From an optimization exercise on the open Yosys and OpenROAD flow, aimed at small area, a short achievable clock period and few clock cycles per item; shortcuts taken in it are not production practice. Where RTL was checked, it was by simulation tests only, not by an equivalence proof against the original. For run 1, only the layout was checked, not whether the RTL still works.

## flow/design.v (module list and top-level ports; edited modules follow where they fit)
// module quad_disc_root: 1228 lines
module quad_disc_root #(
   parameter int W_IN   = quad_pkg::W_IN_DEF,
   parameter int W_DISC = 2*W_IN + 2,
   parameter int W_ROOT = W_IN + 1
) (
   input  logic                     CLK,
   input  logic                     RST,
   input  logic                     START,
   input  logic signed [W_IN-1:0]   A,
   input  logic signed [W_IN-1:0]   B,
   input  logic signed [W_IN-1:0]   C,
   output logic                     BUSY,
   output logic                     DONE,
   output logic signed [W_DISC-1:0] DISC,
   output logic        [W_ROOT-1:0] SQRT,
   output logic                     EXACT,
   output logic        [1:0]        ST
);
  // ...
==> flow/flow/run.sh <==
#!/bin/bash
# Layout: the standard flow (standard.sh: ORFS synthesis through finish)
# with two changes: the buffers that ORFS puts on every input and output port
# are sky130_fd_sc_hd__buf_2 instead of the delay cell buffer_ports picks by
# default, and the timing repair after clock-tree synthesis and global routing
# aims for a setup slack margin, so it sizes the critical paths.
set -o pipefail
export BUFFER_PORTS_ARGS="-buffer_cell sky130_fd_sc_hd__buf_2"
export SETUP_SLACK_MARGIN=9.8
bash standard.sh > standard.log 2>&1
==> flow/standard.sh <==
#!/bin/bash
# synth_recipe.tcl (not shown) runs the flow's synth.tcl, then flattens the netlist and writes it again
# the make line also repeats each setting of config.mk as NAME=value (left out here)
make -C /OpenROAD-flow-scripts/flow DESIGN_CONFIG=/design/flow/config.mk WORK_HOME=/design/flow/orfs CLKGATE_MAP_FILE= SYNTH_SCRIPT=/design/flow/synth_recipe.tcl "${@:-finish}"
==> flow/config.mk <==
export PLATFORM = sky130hd
export DESIGN_NAME = quad_disc_root
export DESIGN_NICKNAME = quad_disc_root
export VERILOG_FILES = /design/flow/design.v
export SDC_FILE = /design/flow/constraint.sdc
export NUM_CORES = 4
export LEC_CHECK = 0
export ABC_AREA = 1
export CAP_MARGIN = 20
export CORE_MARGIN = 2
export CORE_UTILIZATION = 60
export CTS_CLUSTER_DIAMETER = 100
export CTS_CLUSTER_SIZE = 25
export SLEW_MARGIN = 20
==> flow/constraint.sdc <==
create_clock -name core_clock -period 13.5 [get_ports {CLK}]
set_input_delay 2.7000 -clock core_clock [delete_from_list [all_inputs] [get_ports {CLK}]]
set_output_delay 2.7000 -clock core_clock [all_outputs]
set_load 0.01 [all_outputs]
==> metrics.yaml, run 1 <==
status: "complete, no violations"
die-area_um2: 58000
critPathBufInv: 1
synth-xor-area-share_pct: 11.7
synth_cell_types: 55
synthMuxAreaShare_pct: 0.0334
multi_input_gates: 2518
slowest_delay_ns: 0.37
synth_edf_count: 0
hold_class: "reg2reg"
crit_cells: 1
hold_end: "d5[2]$_DFF_P_"
grt_pass1_vias: 25065
final.period_utilization_pct: 27.7
hpwl_um: 68400
cp-start-kind: "flip-flop"
drive_above_1_share_pct: 12.4
multi_input_area_um2: 18400
core-area_um2: 55300
vias: 26086
netlist_instances: 3851
dp.cells: 4617
period_minus_slack_ns: 3.74
post-synth-top-count-cell: "nand2_1"
placed_cell_area_um2: 34800
setup.worst_path.end_class: "output port"
yosys.area.top_type: "dfxtp_1"
final_common_cell: "nand2_1"
layout-area-overhead-vs-synth_pct: 11.9
slew_violations: 0
io_buffers: 104
seq_cell_count: 652
max_freq_mhz: 267
cts_resized: 153
==> run 2: changes to the inputs <==
--- a/flow/design.v
+++ b/flow/design.v
@@ -980,70 +980,70 @@
    assign y1 = {1'b0, ctc28, cts28, cts27, cts26, cts25, cts24, cts23, cts22, cts21, cts20, cts19, cts18, cts17, cts16, cts15, cts14, cts13, cts12, cts11, cts10, cts9, cts8, cts7, cts6, cts5, cts4, cts3, cts2, cts1, cts0, cths0, 1'b0, 1'b0};
    assign d1 = x1 + y1;
    logic [3:0] t2_0;
    logic [0:0] r2_0;
    logic [2:0] m2_0;
    assign t2_0 = {2'b00, d1[33:32]} - 4'd1;
    assign r2_0 = ~t2_0[3];
    assign m2_0 = t2_0[2:0];
-   logic [4:0] t2_1;
-   logic [1:0] r2_1;
-   logic [3:0] m2_1;
-   logic s2_1;
-   assign s2_1 = ~m2_0[2];
-   assign t2_1 = {m2_0, d1[31:30]} + {{2{s2_1}}, r2_0 ^ {1{s2_1}}, 2'b11};
-   assign r2_1 = {r2_0, ~t2_1[4]};
-   assign m2_1 = t2_1[3:0];
    logic        v2;
    logic        z2;
    logic [33:0] d2;
-   logic [1:0] r2;
-   logic [3:0] m2;
+   logic [0:0] r2;
+   logic [2:0] m2;
    always_ff @(posedge CLK) begin
       v2 <= v1 & ~RST;
       z2 <= z1;
       d2 <= d1;
-      r2 <= r2_1;
-      m2 <= m2_1;
+      r2 <= r2_0;
+      m2 <= m2_0;
    end
-   logic [5:0] t3_0;
-   logic [2:0] r3_0;
-   logic [4:0] m3_0;
+   logic [4:0] t3_0;
+   logic [1:0] r3_0;
+   logic [3:0] m3_0;
    logic s3_0;
-   assign s3_0 = ~m2[3];
-   assign t3_0 = {m2, d2[29:28]} + {{2{s3_0}}, r2 ^ {2{s3_0}}, 2'b11};
-   assign r3_0 = {r2, ~t3_0[5]};
-   assign m3_0 = t3_0[4:0];
-   logic [6:0] t3_1;
-   logic [3:0] r3_1;
-   logic [5:0] m3_1;
+   assign s3_0 = ~m2[2];
+   assign t3_0 = {m2, d2[31:30]} + {{2{s3_0}}, r2 ^ {1{s3_0}}, 2'b11};
+   assign r3_0 = {r2, ~t3_0[4]};
+   assign m3_0 = t3_0[3:0];
+   logic [5:0] t3_1;
+   logic [2:0] r3_1;
+   logic [4:0] m3_1;
    logic s3_1;
-   assign s3_1 = ~m3_0[4];
-   assign t3_1 = {m3_0, d2[27:26]} + {{2{s3_1}}, r3_0 ^ {3{s3_1}}, 2'b11};
-   assign r3_1 = {r3_0, ~t3_1[6]};
-   assign m3_1 = t3_1[5:0];
+   assign s3_1 = ~m3_0[3];
+   assign t3_1 = {m3_0, d2[29:28]} + {{2{s3_1}}, r3_0 ^ {2{s3_1}}, 2'b11};
+   assign r3_1 = {r3_0, ~t3_1[5]};
+   assign m3_1 = t3_1[4:0];
+   logic [6:0] t3_2;
+   logic [3:0] r3_2;
+   logic [5:0] m3_2;
+   logic s3_2;
+   assign s3_2 = ~m3_1[4];
+   assign t3_2 = {m3_1, d2[27:26]} + {{2{s3_2}}, r3_1 ^ {3{s3_2}}, 2'b11};
+   assign r3_2 = {r3_1, ~t3_2[6]};
+   assign m3_2 = t3_2[5:0];
    logic [1:0] c3_n;
    always_comb begin
       if (z2)               c3_n = quad_pkg::ST_DEGEN;
       else if (d2[33])      c3_n = quad_pkg::ST_NONE;
       else if (d2 == 34'd0) c3_n = quad_pkg::ST_DOUBLE;
       else                     c3_n = quad_pkg::ST_TWO;
    end
    logic        v3;
    logic [1:0]  c3;
    logic [33:0] d3;
    logic [3:0] r3;
    logic [5:0] m3;
    always_ff @(posedge CLK) begin
       v3 <= v2 & ~RST;
       c3 <= c3_n;
       d3 <= d2;
-      r3 <= r3_1;
-      m3 <= m3_1;
+      r3 <= r3_2;
+      m3 <= m3_2;
    end
    logic [7:0] t4_0;
    logic [4:0] r4_0;
    logic [6:0] m4_0;
    logic s4_0;
    assign s4_0 = ~m3[5];
    assign t4_0 = {m3, d3[25:24]} + {{2{s4_0}}, r3 ^ {4{s4_0}}, 2'b11};
    assign r4_0 = {r3, ~t4_0[7]};
==> flow/config.mk (replaced) <==
export PLATFORM = sky130hd
export DESIGN_NAME = quad_disc_root
export DESIGN_NICKNAME = quad_disc_root
export VERILOG_FILES = /design/flow/design.v
export SDC_FILE = /design/flow/constraint.sdc
export NUM_CORES = 4
export LEC_CHECK = 0
export ABC_AREA = 1
export CAP_MARGIN = 20
export CORE_MARGIN = 2
export CORE_UTILIZATION = 60
export CTS_CLUSTER_DIAMETER = 120
export CTS_CLUSTER_SIZE = 30
export SLEW_MARGIN = 20
==> metrics.yaml, run 2 <==
route.detailed.drc: 0  # unchanged
synth_area_leaders: "dfxtp_1 38%, fa_1 10%, ha_1 8.4%, xor2_1 7.2%, nand2_1 7.1%"  # was dfxtp_1 39%, fa_1 11%, ha_1 8.3%, nand2_1 7.5%, xor2_1 6.9%
rsz0062_at_grt: "yes"  # unchanged
numCtsBuffers: 26  # was 35
cts_sinks: 650  # was 652
cp_cell_sequence: "buf_6"  # unchanged
diodes: 0  # unchanged
synth_edf_count: 0  # unchanged
drtAntennaViolNets: 0  # unchanged
skew_ns: 0.0403  # was 0.0253 ns
final_common_cell: "nand2_1"  # unchanged
layout-area-overhead-vs-synth_pct: 10.7  # was 11.9%
tritoncts: "yes"  # unchanged
yosys_warnings: 1  # unchanged
seq_area_um2: 13200  # about the same
hold_viol: 0  # unchanged
critical_path_class: "reg2out"  # unchanged
crit_slowest_cell: "dfxtp_4"  # was dfxtp_2
grt_max_degree: 40  # was 54
critPathBufInv: 1  # unchanged
setup_viol: 0  # unchanged
final.period_utilization_pct: 28.3  # was 27.7%
setup.worst_path.end_class: "output port"  # unchanged
worstMarginPinSlew_ns: 1.13  # was 1.21 ns
clk_pin_slew_worst_paths_ns: 0.11  # was 0.09 ns
synth-seq-cells: 650  # was 652
cp_max_fo: 2  # unchanged
yosysTopAreaCellShare_pct: 38.3  # was 38.8%
dr.pass1.iters: 6  # unchanged
crit_required_ns: 10.80  # about the same
relSlewSlack_pct: 23.8  # was 18.4%
hold_class: "reg2reg"  # unchanged
dp.cells: 4672  # was 4617
slew_violations: 0  # unchanged
grt_pass1_wl_um: 134000  # about the same
grt-ovfl-total: 0  # unchanged
syn-cell-area_um2: 34000  # was 33700 um^2
ys.flop_type: "dfxtp_1"  # unchanged
multi_input_area_um2: 18800  # was 18400 um^2
synth_common_cells: "650 x dfxtp_1, 645 x nand2_1, 549 x inv_1"  # was 669 x nand2_1, 652 x dfxtp_1, 559 x inv_1
cp.arrival_ns: 1.12  # was 1.04 ns
die_y_um: 242  # was 241 um
io_buffers: 104  # unchanged
cp-start-kind: "flip-flop"  # unchanged
die-area_um2: 58500  # was 58000 um^2
worst_slack_ns: 9.68  # was 9.76 ns
rows: 87  # was 86
async_reset_ff_share_pct: 0  # unchanged
htree_levels: 1  # was 2
status: "complete, no violations"  # unchanged
max_freq_mhz: 262  # was 267 MHz
wl_per_cell_um: 18.0  # was 18.6 um
period_minus_slack_ns: 3.82  # was 3.74 ns
start_util_pct: 60.5  # was 60.9%
netlist_instances: 3902  # was 3851
hpwl_um: 66700  # was 68400 um
yosys.area.top_type: "dfxtp_1"  # unchanged
track_usage_pct: 28.7  # was 29.7%
drt_iter0_drc: 2080  # was 1990
antenna_found_initial: 0  # unchanged
instances_no_fill: 4812  # was 4783
cts_root_buf: "clkbuf_16"  # unchanged
fin_nets: 4509  # was 4476
post-synth-top-count-cell: "dfxtp_1"  # was nand2_1
gp_congestion: 0.947  # was 1.05
tns_ns: 0  # unchanged
postLayoutCoreUtil_pct: 66.9  # was 68.1%
drive_above_1_share_pct: 11.7  # was 12.4%
synth_cell_types: 55  # unchanged
synth_seq_area_share_pct: 38.3  # was 38.8%
vias: 26017  # was 26086
ctsHoldBuffers: 0  # unchanged
clk_path_buf_depth: 3  # unchanged
pre_cts_slack_ns: 9.24  # was 9.18 ns
avgSynthCellArea_um2: 8.70  # was 8.74 um^2
maxCapViolations: 0  # unchanged
slowest_delay_ns: 0.38  # was 0.37 ns
fillers: 4644  # was 4522
ios: 107  # unchanged
dieWidth_um: 242  # was 241 um
core-area_um2: 56200  # was 55300 um^2
crit_family: "flip-flops"  # unchanged
final_cell_mix: "643 x nand2_1, 560 x dfxtp_1, 530 x inv_1"  # was 665 x nand2_1, 566 x dfxtp_1, 541 x inv_1
insertion_delay_ns: 0.63  # was 0.58 ns
viasPerCell: 5.41  # was 5.45
grt_pass1_vias: 25854  # was 25065
wl_um: 86500  # was 89000 um
[run 2: through the flow]
step | hold slack, ns | instance area [um^2]
2_1_floorplan | 0.310 | 34000
3_3_place_gp | 0.310 | 35000
3_5_place_dp | 0.312 | 35000
4_1_cts | 0.322 | 36400
5_1_grt | 0.334 | 37600
6_report | 0.313 | 37600
[run 2: what timing repair did]
item,CTS,global route
pin swaps,0,31
resized for setup,155,147
setup endpoints to repair,108,145
buffers inserted,14,89
gates cloned,0,7
[run 2: path summary, 6_finish.rpt]
path              cells past startpoint  slack [ns]            startpoint              end
setup reg to reg                     12        9.88       one0[2]$_DFF_P_  q1_16_2$_DFF_P_
hold / removal                        0        0.31        d4[10]$_DFF_P_   d5[10]$_DFF_P_
setup / recovery                      1        9.68  DISC[6]$_SDFFE_PP0P_          DISC[6]
hold reg to reg                       0        0.31        d4[10]$_DFF_P_   d5[10]$_DFF_P_
[run 2: logic make-up after synthesis]
kind of cell | after synthesis | synth area share (%)
AOI/OAI and AO/OA | 595 | 9.88
xor gates and xnor gates | 432 | 11.3
adders and majority gates | 404 | 18.8
buffers and inverters | 671 | 7.58
DFF | 650 | 38.3
muxes | 1 | 0.0332
other | 1 | 0.0110
and+or+nand+nor | 1148 | 14.1
[run 2: layout make-up]
| cell class | count | area share (%) |
|---|---|---|
| multi-input combinational | 2584 | 50.0 |
| inverter | 575 | 6.01 |
| clock buffer | 26 | 1.73 |
| clock inverter | 4 | 0.170 |
| tap | 756 | 2.52 |
| sequential | 650 | 35.0 |
| timing repair inverter | 5 | 0.0865 |
| timing repair buffer | 212 | 4.47 |
[run 2: layer usage]
layer / part of all wire, % / vias up / wire, um / GRT usage, %
met3: 5.2 / 264 / 4490 / 2.67
li1: - / 12695 / - / -
met4: 5.6 / 0 / 4820 / 13.6
met5: 0 / - / 0 / 0
met2: 51 / 877 / 44000 / 52.9
met1: 38 / 12181 / 33200 / 33.5
Testbench counts of run 2, summed over its fixed seeds: cycles 2,488, items 2,400.
==> run 3: changes to the inputs <==
--- a/flow/config.mk
+++ b/flow/config.mk
@@ -10,5 +10,5 @@
 export CORE_MARGIN = 2
 export CORE_UTILIZATION = 60
-export CTS_CLUSTER_DIAMETER = 120
-export CTS_CLUSTER_SIZE = 30
+export CTS_CLUSTER_DIAMETER = 100
+export CTS_CLUSTER_SIZE = 25
 export SLEW_MARGIN = 20
==> metrics.yaml, run 3 <==
drive_above_1_share_pct: 11.1  # was 11.7%
post-synth-top-count-cell: "dfxtp_1"  # unchanged
yosys_warnings: 1  # unchanged
io_buffers: 104  # unchanged
synth-seq-cells: 650  # unchanged
holdPathStages: 0  # unchanged
synth_seq_area_share_pct: 38.3  # unchanged
instances_no_fill: 4805  # was 4812
core-area_um2: 56200  # unchanged
dp.cells: 4672  # unchanged
cp.arrival_ns: 1.06  # was 1.12 ns
rr_worst_depth: 10  # was 12
drtAntennaViolNets: 0  # unchanged
ctsHoldBuffers: 0  # unchanged
critPathBufInv: 1  # unchanged
viasPerCell: 5.40  # was 5.41
hold_class: "reg2reg"  # unchanged
placed_cell_area_um2: 35000  # unchanged
die_y_um: 242  # unchanged
hpwl_um: 66700  # unchanged
final_cell_area_um2: 37600  # about the same
vias: 25959  # was 26017
grt_pass1_vias: 26061  # was 25854
synth_area_leaders: "dfxtp_1 38%, fa_1 10%, ha_1 8.4%, xor2_1 7.2%, nand2_1 7.1%"  # unchanged
htree_levels: 2  # was 1
synth_cell_types: 55  # unchanged
tns_ns: 0  # unchanged
wl_um: 86400  # was 86500 um
dr.pass1.iters: 6  # unchanged
fillers: 4608  # was 4644
cts_root_buf: "clkbuf_16"  # unchanged
antenna_found_initial: 0  # unchanged
worstMarginPinSlew_ns: 1.01  # was 1.13 ns
dieWidth_um: 242  # unchanged
cp-start-kind: "flip-flop"  # unchanged
critical_path_class: "reg2out"  # unchanged
crit_slowest_cell: "dfxtp_4"  # unchanged
crit_required_ns: 10.80  # about the same
clk_pin_slew_worst_paths_ns: 0.09  # was 0.11 ns
final_cell_mix: "643 x nand2_1, 560 x dfxtp_1, 531 x inv_1"  # was 643 x nand2_1, 560 x dfxtp_1, 530 x inv_1
syn-cell-area_um2: 34000  # unchanged
grt_pass1_wl_um: 135000  # was 134000 um
gp_congestion: 0.947  # unchanged
synth_edf_count: 0  # unchanged
wl_per_cell_um: 18.0  # about the same
setup.worst_path.end_class: "output port"  # unchanged
grt_max_degree: 40  # unchanged
die-area_um2: 58500  # unchanged
max_freq_mhz: 266  # was 262 MHz
async_reset_ff_share_pct: 0  # unchanged
period_minus_slack_ns: 3.76  # was 3.82 ns
cp_cell_sequence: "buf_6"  # unchanged
hold_viol: 0  # unchanged
rsz0062_at_grt: "yes"  # unchanged
hold-worst-slack_ns: 0.324  # was 0.313 ns
numCtsBuffers: 34  # was 26
clk_path_buf_depth: 3  # unchanged
grt-ovfl-total: 0  # unchanged
relSlewSlack_pct: 31.8  # was 23.8%
yosys.area.top_type: "dfxtp_1"  # unchanged
start_util_pct: 60.5  # unchanged
final_common_cell: "nand2_1"  # unchanged
ios: 107  # unchanged
skew_ns: 0.0227  # was 0.0403 ns
slew_violations: 0  # unchanged
avgSynthCellArea_um2: 8.70  # unchanged
slowest_delay_ns: 0.37  # was 0.38 ns
drt_iter0_drc: 1868  # was 2080
setup_viol: 0  # unchanged
maxCapViolations: 0  # unchanged
fin_nets: 4495  # was 4509
rows: 87  # unchanged
tritoncts: "yes"  # unchanged
route.detailed.drc: 0  # unchanged
pre_cts_slack_ns: 9.24  # unchanged
crit_cells: 1  # unchanged
diodes: 0  # unchanged
synth_common_cells: "650 x dfxtp_1, 645 x nand2_1, 549 x inv_1"  # unchanged
status: "complete, no violations"  # unchanged
ys.flop_type: "dfxtp_1"  # unchanged
cp_max_fo: 2  # unchanged
crit_family: "flip-flops"  # unchanged
cts_sinks: 650  # unchanged
layout-area-overhead-vs-synth_pct: 10.7  # about the same
track_usage_pct: 29.0  # was 28.7%
final.period_utilization_pct: 27.8  # was 28.3%
netlist_instances: 3902  # unchanged
insertion_delay_ns: 0.58  # was 0.63 ns
worst_slack_ns: 9.74  # was 9.68 ns
yosysTopAreaCellShare_pct: 38.3  # unchanged
run 3: cell types whose count changed in the layout (fill, tap and decap cells not counted), sizes merged:
| cell | delta |
|---|---|
| buf | -20 |
| bufinv | +1 |
| clkbuf | +9 |
| clkinv | +2 |
| clkinvlp | -2 |
| inv | +3 |
run 3: layer usage:
layer | GRT usage (%) | wire, um | part of all wire, %
met5 | 0 | 0 | 0
met4 | 15.0 | 5020 | 5.8
met3 | 3.01 | 4280 | 5.0
met2 | 53.2 | 43800 | 51
met1 | 33.5 | 33300 | 39
run 3: cells by family (layout without fill, tap and decap cells):
group / after synthesis / in the layout / synth area share [%]
AOI/OAI and AO/OA: 595 / 595 / 9.88
xor gates and xnor gates: 432 / 432 / 11.3
adders and majority gates: 404 / 404 / 18.8
buffers and inverters: 671 / 815 / 7.58
DFF: 650 / 650 / 38.3
muxes: 1 / 1 / 0.0332
other: 1 / 2 / 0.0110
and+or+nand+nor: 1148 / 1150 / 14.1
run 3: area by class of cell:
class	instances	area (um^2)	area share, %
timing repair buffer	192	1540	4.11
sequential	650	13200	35.0
multi-input combinational	2584	18700	49.6
clock buffer	35	876	2.33
inverter	575	2260	6.01
tap	756	946	2.52
clock inverter	10	130	0.346
timing repair inverter	3	20.0	0.0532
run 3: per-stage QoR:
step,utilization [%]
4_1_cts,65.4
2_1_floorplan,-
3_5_place_dp,62.4
6_report,66.9
5_1_grt,66.9
3_3_place_gp,62.4
run 3: path summary, 6_finish.rpt:
| kind | slack (ns) | to | start |
|---|---|---|---|
| max | 9.74 | DISC[6] | DISC[6]$_SDFFE_PP0P_ |
| min reg2reg | 0.32 | d7[22]$_DFF_P_ | d6[22]$_DFF_P_ |
| max reg2reg | 9.89 | q1_17_2$_DFF_P_ | one0[0]$_DFF_P_ |
| min | 0.32 | d7[22]$_DFF_P_ | d6[22]$_DFF_P_ |
run 3: repair_timing:
action | 4_1_cts | 5_1_grt
setup endpoints to repair | 108 | 144
pin swaps | 0 | 19
gates resized for setup | 157 | 120
gates cloned | 0 | 5
setup buffers | 19 | 64
endpoints found under the hold margin | 0 | 0
==> run 4: changes to the inputs <==
==> flow/flow/run.sh (replaced) <==
#!/bin/bash
# Layout: the standard flow (standard.sh: ORFS synthesis through finish)
# with one change: the buffers that ORFS puts on every input and output port
# are sky130_fd_sc_hd__buf_2 instead of the delay cell buffer_ports picks by
# default, so the ports' own buffers do not slow the input and output paths.
set -o pipefail
export BUFFER_PORTS_ARGS="-buffer_cell sky130_fd_sc_hd__buf_2"
bash standard.sh > standard.log 2>&1
==> metrics.yaml, run 4 <==
status: "complete, no violations"  # unchanged
drive_above_1_share_pct: 4.90  # was 11.1%
fillers: 4830  # was 4608
rsz0062_at_grt: "no"  # was yes
hpwl_um: 66700  # unchanged
cp_cell_sequence: "xnor2_1, ha_1, a21oi_1, o21ai_1, nand2_1, nand2_1, nor2_4, nand3_2, nand2_4, nand2_2, nand2_1, inv_1, ha_1, nand2_1, o21ai_1, nor2_1, o21ai_1, and2_1, nor2_1, nand2_1, nand2_1"  # was buf_6
hold_class: "reg2reg"  # unchanged
cp.arrival_ns: 4.77  # was 1.06 ns
tritoncts: "yes"  # unchanged
synth_top_family_by_area: "adder cells"  # unchanged
track_usage_pct: 28.8  # was 29.0%
setup_viol: 0  # unchanged
ys.flop_type: "dfxtp_1"  # unchanged
ctsHoldBuffers: 0  # unchanged
insertion_delay_ns: 0.59  # was 0.58 ns
final.period_utilization_pct: 31.9  # was 27.8%
postCtsSetupRepairBufs: 0  # was 19
worstMarginPinSlew_ns: 1.06  # was 1.01 ns
dieWidth_um: 242  # unchanged
viasPerCell: 5.39  # was 5.40
synth_area_leaders: "dfxtp_1 38%, fa_1 10%, ha_1 8.4%, xor2_1 7.2%, nand2_1 7.1%"  # unchanged
final_cell_area_um2: 36100  # was 37600 um^2
wl_per_cell_um: 17.8  # was 18.0 um
yosys.area.top_type: "dfxtp_1"  # unchanged
cts_resized: 0  # was 157
final_common_cell: "dfxtp_1"  # was nand2_1
multi_input_area_um2: 18400  # was 18700 um^2
avgSynthCellArea_um2: 8.70  # unchanged
synth-xor-area-share_pct: 11.3  # unchanged
die_y_um: 242  # unchanged
skew_ns: 0.0224  # was 0.0227 ns
yosysTopAreaCellShare_pct: 38.3  # unchanged
core-area_um2: 56200  # unchanged
period_minus_slack_ns: 4.31  # was 3.76 ns
cp-start-kind: "flip-flop"  # unchanged
grt_pass1_vias: 25823  # was 26061
htree_levels: 2  # unchanged
crit_slowest_cell: "dfxtp_1"  # was dfxtp_4
cts_sinks: 650  # unchanged
diodes: 0  # unchanged
setup.worst_path.end_class: "flip-flop"  # was output port
hold_viol: 0  # unchanged
synthMuxAreaShare_pct: 0.0332  # unchanged
post-synth-top-count-cell: "dfxtp_1"  # unchanged
die-area_um2: 58500  # unchanged
layout-area-overhead-vs-synth_pct: 6.18  # was 10.7%
synth-seq-cells: 650  # unchanged
crit_required_ns: 13.96  # was 10.80 ns
synth_cell_types: 55  # unchanged
synth_compound_area_share_pct: 9.88  # unchanged
io_buffers: 104  # unchanged
synth_fa_ha_area_share_pct: 18.8  # unchanged
cts_root_buf: "clkbuf_16"  # unchanged
grt_max_degree: 40  # unchanged
dr.pass1.iters: 6  # unchanged
drt_iter0_drc: 1802  # was 1868
drtAntennaViolNets: 0  # unchanged
vias: 25447  # was 25959
ios: 107  # unchanged
start_util_pct: 60.5  # unchanged
cp_max_fo: 15  # was 2
numCtsBuffers: 34  # unchanged
syn-cell-area_um2: 34000  # unchanged
relSlewSlack_pct: 29.4  # was 31.8%
grt-ovfl-total: 0  # unchanged
maxCapViolations: 0  # unchanged
grt_pass1_wl_um: 134000  # was 135000 um
async_reset_ff_share_pct: 0  # unchanged
seq_area_um2: 13000  # was 13200 um^2
netlist_instances: 3902  # unchanged
gp_congestion: 0.947  # unchanged
critical_path_class: "reg2reg"  # was reg2out
slowest_delay_ns: 0.85  # was 0.37 ns
antenna_found_initial: 0  # unchanged
synth_seq_area_share_pct: 38.3  # unchanged
slew_violations: 0  # unchanged
clk_path_buf_depth: 3  # unchanged
yosys_warnings: 1  # unchanged
synth_common_cells: "650 x dfxtp_1, 645 x nand2_1, 549 x inv_1"  # unchanged
synth-simple-area-share_pct: 14.1  # unchanged
rows: 87  # unchanged
route.detailed.drc: 0  # unchanged
clk_pin_slew_worst_paths_ns: 0.09  # about the same
max_freq_mhz: 232  # was 266 MHz
crit_top_cell: "nand2_1"
placed_cell_area_um2: 35000  # unchanged
tns_ns: 0  # unchanged
synth_edf_count: 0  # unchanged
final_cell_mix: "650 x dfxtp_1, 645 x nand2_1, 549 x inv_1"  # was 643 x nand2_1, 560 x dfxtp_1, 531 x inv_1
fin_nets: 4407  # was 4495
wl_um: 83900  # was 86400 um
[run 4: path summary, 6_finish.rpt]
path | startpoint | endpoint | slack (ns) | depth (start not counted)
setup reg to reg | m8[15]$_DFF_P_ | m9[12]$_DFF_P_ | 9.19 | 21
setup / recovery | m8[15]$_DFF_P_ | m9[12]$_DFF_P_ | 9.19 | 21
hold / removal | d3[15]$_DFF_P_ | d4[15]$_DFF_P_ | 0.32 | 0
hold reg to reg | d3[15]$_DFF_P_ | d4[15]$_DFF_P_ | 0.32 | 0
[run 4: critical path: cells and delay by family, from the launching register on]
family / cells / cell delay [ns]
compound gates: 4 / 0.81
xor+xnor: 1 / 0.16
fa+ha+maj: 2 / 0.72
buf+inv: 1 / 0.04
flops: 1 / 0.85
simple gates: 13 / 1.58
[run 4: layout make-up]
type / count / area share (%)
timing repair buffer: 109 / 1.55
sequential: 650 / 36.1
inverter: 575 / 5.99
clock buffer: 35 / 2.43
tap: 756 / 2.62
multi-input combinational: 2582 / 51.0
clock inverter: 10 / 0.361
[run 4: layer usage]
metal	track usage [%]	wire length [um]	vias up
li1	-	-	12501
met1	33.2	32600	11940
met2	52.9	42700	769
met3	3.06	3900	237
met4	14.6	4710	0
met5	0	0	-
[run 4: through the flow]
| stage | setup WS, ns | instances | util [%] | hold slack (ns) |
|---|---|---|---|---|
| finish | 9.19 | 4717 | 64.2 | 0.323 |
| global route | 8.70 | 4717 | 64.2 | 0.324 |
| CTS | 9.24 | 4717 | 64.2 | 0.318 |
| detailed placement | 9.24 | 4672 | 62.4 | 0.312 |
| global placement | 9.40 | 4672 | 62.4 | 0.310 |
| floorplan | 9.90 | 3903 | - | 0.310 |
[run 4: cells by family after synthesis]
| kind of cell | Yosys count |
|---|---|
| AO/OA/AOI/OAI | 595 |
| XOR/XNOR | 432 |
| adder cells (fa/ha/maj) | 404 |
| buffers and inverters | 671 |
| flip-flops | 650 |
| multiplexers | 1 |
| other | 1 |
| AND/OR/NAND/NOR | 1148 |
==> run 5: changes to the inputs <==
==> flow/run.sh (new file) <==
#!/bin/bash
# synth_recipe.tcl (not shown) runs the flow's synth.tcl, then flattens the netlist and writes it again
# the make line also repeats each setting of config.mk as NAME=value (left out here)
make -C /OpenROAD-flow-scripts/flow DESIGN_CONFIG=/design/flow/config.mk WORK_HOME=/design/flow/orfs CLKGATE_MAP_FILE= SYNTH_SCRIPT=/design/flow/synth_recipe.tcl finish
removed: flow/flow/run.sh
removed: flow/standard.sh
==> metrics.yaml, run 5 <==
wl_um: 83600  # was 83900 um
avgSynthCellArea_um2: 8.70  # unchanged
worstMarginPinSlew_ns: 1.08  # was 1.06 ns
async_reset_ff_share_pct: 0  # unchanged
hpwl_um: 66000  # was 66700 um
die-area_um2: 58500  # unchanged
synth_cell_types: 55  # unchanged
numCtsBuffers: 34  # unchanged
cp_cell_sequence: "clkdlybuf4s50_1, inv_1, o21ai_0, nor2_1"  # was xnor2_1, ha_1, a21oi_1, o21ai_1, nand2_1, nand2_1, nor2_4, nand3_2, nand2_4, nand2_2, nand2_1, inv_1, ha_1, nand2_1, o21ai_1, nor2_1, o21ai_1, and2_1, nor2_1, nand2_1, nand2_1
diodes: 0  # unchanged
synth_common_cells: "650 x dfxtp_1, 645 x nand2_1, 549 x inv_1"  # unchanged
drtAntennaViolNets: 0  # unchanged
tritoncts: "yes"  # unchanged
final_common_cell: "dfxtp_1"  # unchanged
pre_cts_slack_ns: 8.44  # was 9.24 ns
setup.worst_path.end_class: "flip-flop"  # unchanged
cts_root_buf: "clkbuf_16"  # unchanged
r2r_slack_ns: 9.15  # was 9.19 ns
status: "complete, no violations"  # unchanged
relSlewSlack_pct: 27.8  # was 29.4%
dr.pass1.iters: 6  # unchanged
slew_violations: 0  # unchanged
grt-ovfl-total: 0  # unchanged
io_buffers: 104  # unchanged
tns_ns: 0  # unchanged
final.period_utilization_pct: 33.5  # was 31.9%
cp.arrival_ns: 5.01  # was 4.77 ns
synth_edf_count: 0  # unchanged
yosys.area.top_type: "dfxtp_1"  # unchanged
dieWidth_um: 242  # unchanged
viasPerCell: 5.45  # was 5.39
vias: 25699  # was 25447
final_cell_mix: "650 x dfxtp_1, 645 x nand2_1, 549 x inv_1"  # unchanged
synth_seq_area_share_pct: 38.3  # unchanged
rows: 87  # unchanged
rsz0062_at_grt: "no"  # unchanged
skew_ns: 0.0292  # was 0.0224 ns
layout-area-overhead-vs-synth_pct: 7.81  # was 6.18%
ys.flop_type: "dfxtp_1"  # unchanged
clk_pin_slew_worst_paths_ns: 0.09  # about the same
max_freq_mhz: 221  # was 232 MHz
grt_pass1_wl_um: 135000  # was 134000 um
fin_nets: 4408  # was 4407
gp_congestion: 0.910  # was 0.947
cp_max_fo: 34  # was 15
start_util_pct: 60.5  # unchanged
core-area_um2: 56200  # unchanged
drt_iter0_drc: 1922  # was 1802
cts_resized: 0  # unchanged
antenna_found_initial: 0  # unchanged
crit_required_ns: 13.99  # was 13.96 ns
postCtsSetupRepairBufs: 0  # unchanged
yosysTopAreaCellShare_pct: 38.3  # unchanged
synth_area_leaders: "dfxtp_1 38%, fa_1 10%, ha_1 8.4%, xor2_1 7.2%, nand2_1 7.1%"  # unchanged
setup_viol: 0  # unchanged
crit_slowest_cell: "inv_1"  # was dfxtp_1
cts_sinks: 650  # unchanged
ios: 107  # unchanged
grt_pass1_vias: 26336  # was 25823
clk_path_buf_depth: 3  # unchanged
post-synth-top-count-cell: "dfxtp_1"  # unchanged
synth-seq-cells: 650  # unchanged
cp-start-kind: "input pin"  # was flip-flop
hold_viol: 0  # unchanged
track_usage_pct: 28.8  # about the same
insertion_delay_ns: 0.59  # about the same
syn-cell-area_um2: 34000  # unchanged
wl_per_cell_um: 17.7  # was 17.8 um
maxCapViolations: 0  # unchanged
worst_slack_ns: 8.98  # was 9.19 ns
die_y_um: 242  # unchanged
slowest_delay_ns: 0.98  # was 0.85 ns
period_minus_slack_ns: 4.52  # was 4.31 ns
route.detailed.drc: 0  # unchanged
ctsHoldBuffers: 0  # unchanged
netlist_instances: 3902  # unchanged
critical_path_class: "in2reg"  # was reg2reg
htree_levels: 2  # unchanged
grt_max_degree: 40  # unchanged
hold_class: "reg2reg"  # unchanged
drive_above_1_share_pct: 2.32  # was 4.90%
yosys_warnings: 1  # unchanged
run 5: cell counts after synthesis:
Identical to the previous run, type by type.
run 5: cell families after synthesis:
group	synth area share, %
other cells	0.0110
flops	38.3
buf+inv	7.58
fa+ha+maj	18.8
mux	0.0332
xor+xnor	11.3
simple gates	14.1
compound gates	9.88
run 5: critical path, delay by kind of cell:
family	cells	cell delay [ns]
buf+inv	2	1.92
simple gates	1	0.15
compound gates	1	0.24
run 5: layer usage:
metal	routed length, um	GRT usage, %
met2	42400	53.0
met5	0	0
met4	4830	15.5
met1	32100	32.5
met3	4290	3.70
run 5: metrics by stage:
| stage | instance area (um^2) | utilization, % | hold slack [ns] | cells |
|---|---|---|---|---|
| after floorplan | 34000 | - | 0.310 | 3903 |
| after global placement | 35600 | 63.3 | 0.310 | 4673 |
| after detailed placement | 35600 | 63.3 | 0.312 | 4673 |
| after CTS | 36600 | 65.2 | 0.316 | 4718 |
| after global routing | 36600 | 65.2 | 0.328 | 4718 |
| final | 36600 | 65.2 | 0.315 | 4718 |
run 5: final cells by class:
type / count / area, um^2
repair buffers: 110 / 1090
fillers: 4740 / 19600
clock inverters: 9 / 148
clock buffers: 36 / 878
flip-flops and latches: 650 / 13000
inverters: 575 / 2160
well taps: 756 / 946
multi-input cells: 2582 / 18400
run 5: final timing paths:
kind                                     start               endpoint  cells past startpoint
worst max-delay path                       RST  DISC[17]$_SDFFE_PP0P_                      4
worst min-delay path            d3[18]$_DFF_P_         d4[18]$_DFF_P_                      0
worst max register to register  m8[15]$_DFF_P_         m9[11]$_DFF_P_                     19
worst min register to register  d3[18]$_DFF_P_         d4[18]$_DFF_P_                      0

==> static timing again, ports no longer ideal <==
No port has a modelled driver above. Below, the same layouts with a new extraction and two added sets of constraints.
Step 1 sets driving cells, clkbuf_16 on the clock port and buf_2 on the other inputs (assumed; they add their load-dependent delay and slew).
Step 2, shift: input delay + t, output delay - t, t = (earliest + latest rising clock arrival at the registers) / 2. This alone moves slack from input paths to output paths.
a / b / c = ideal / step 1 / step 2; a / b = the first two.
| run | t (ns) | slack for setup (ns) | worst hold slack (ns) | pins driven straight from the clock port |
|---|---|---|---|---|
| run 1 | 0.633 | 9.756 / 9.692 / 9.394 | 0.326 / 0.326 / 0.326 | 1 |
| run 2 | 0.671 | 9.679 / 9.619 / 9.283 | 0.313 / 0.313 / 0.313 | 1 |
| run 3 | 0.633 | 9.741 / 9.678 / 9.300 | 0.324 / 0.324 / 0.324 | 1 |
| run 4 | 0.633 | 9.191 / 9.191 / 9.191 | 0.323 / 0.323 / 0.323 | 1 |
| run 5 | 0.631 | 8.982 / 9.017 / 8.386 | 0.315 / 0.315 / 0.315 | 1 |
After both steps every run listed still meets setup and hold. The setup slack of run 5, which loses most, moves by +0.035 ns with the drivers and by -0.596 ns with both steps.
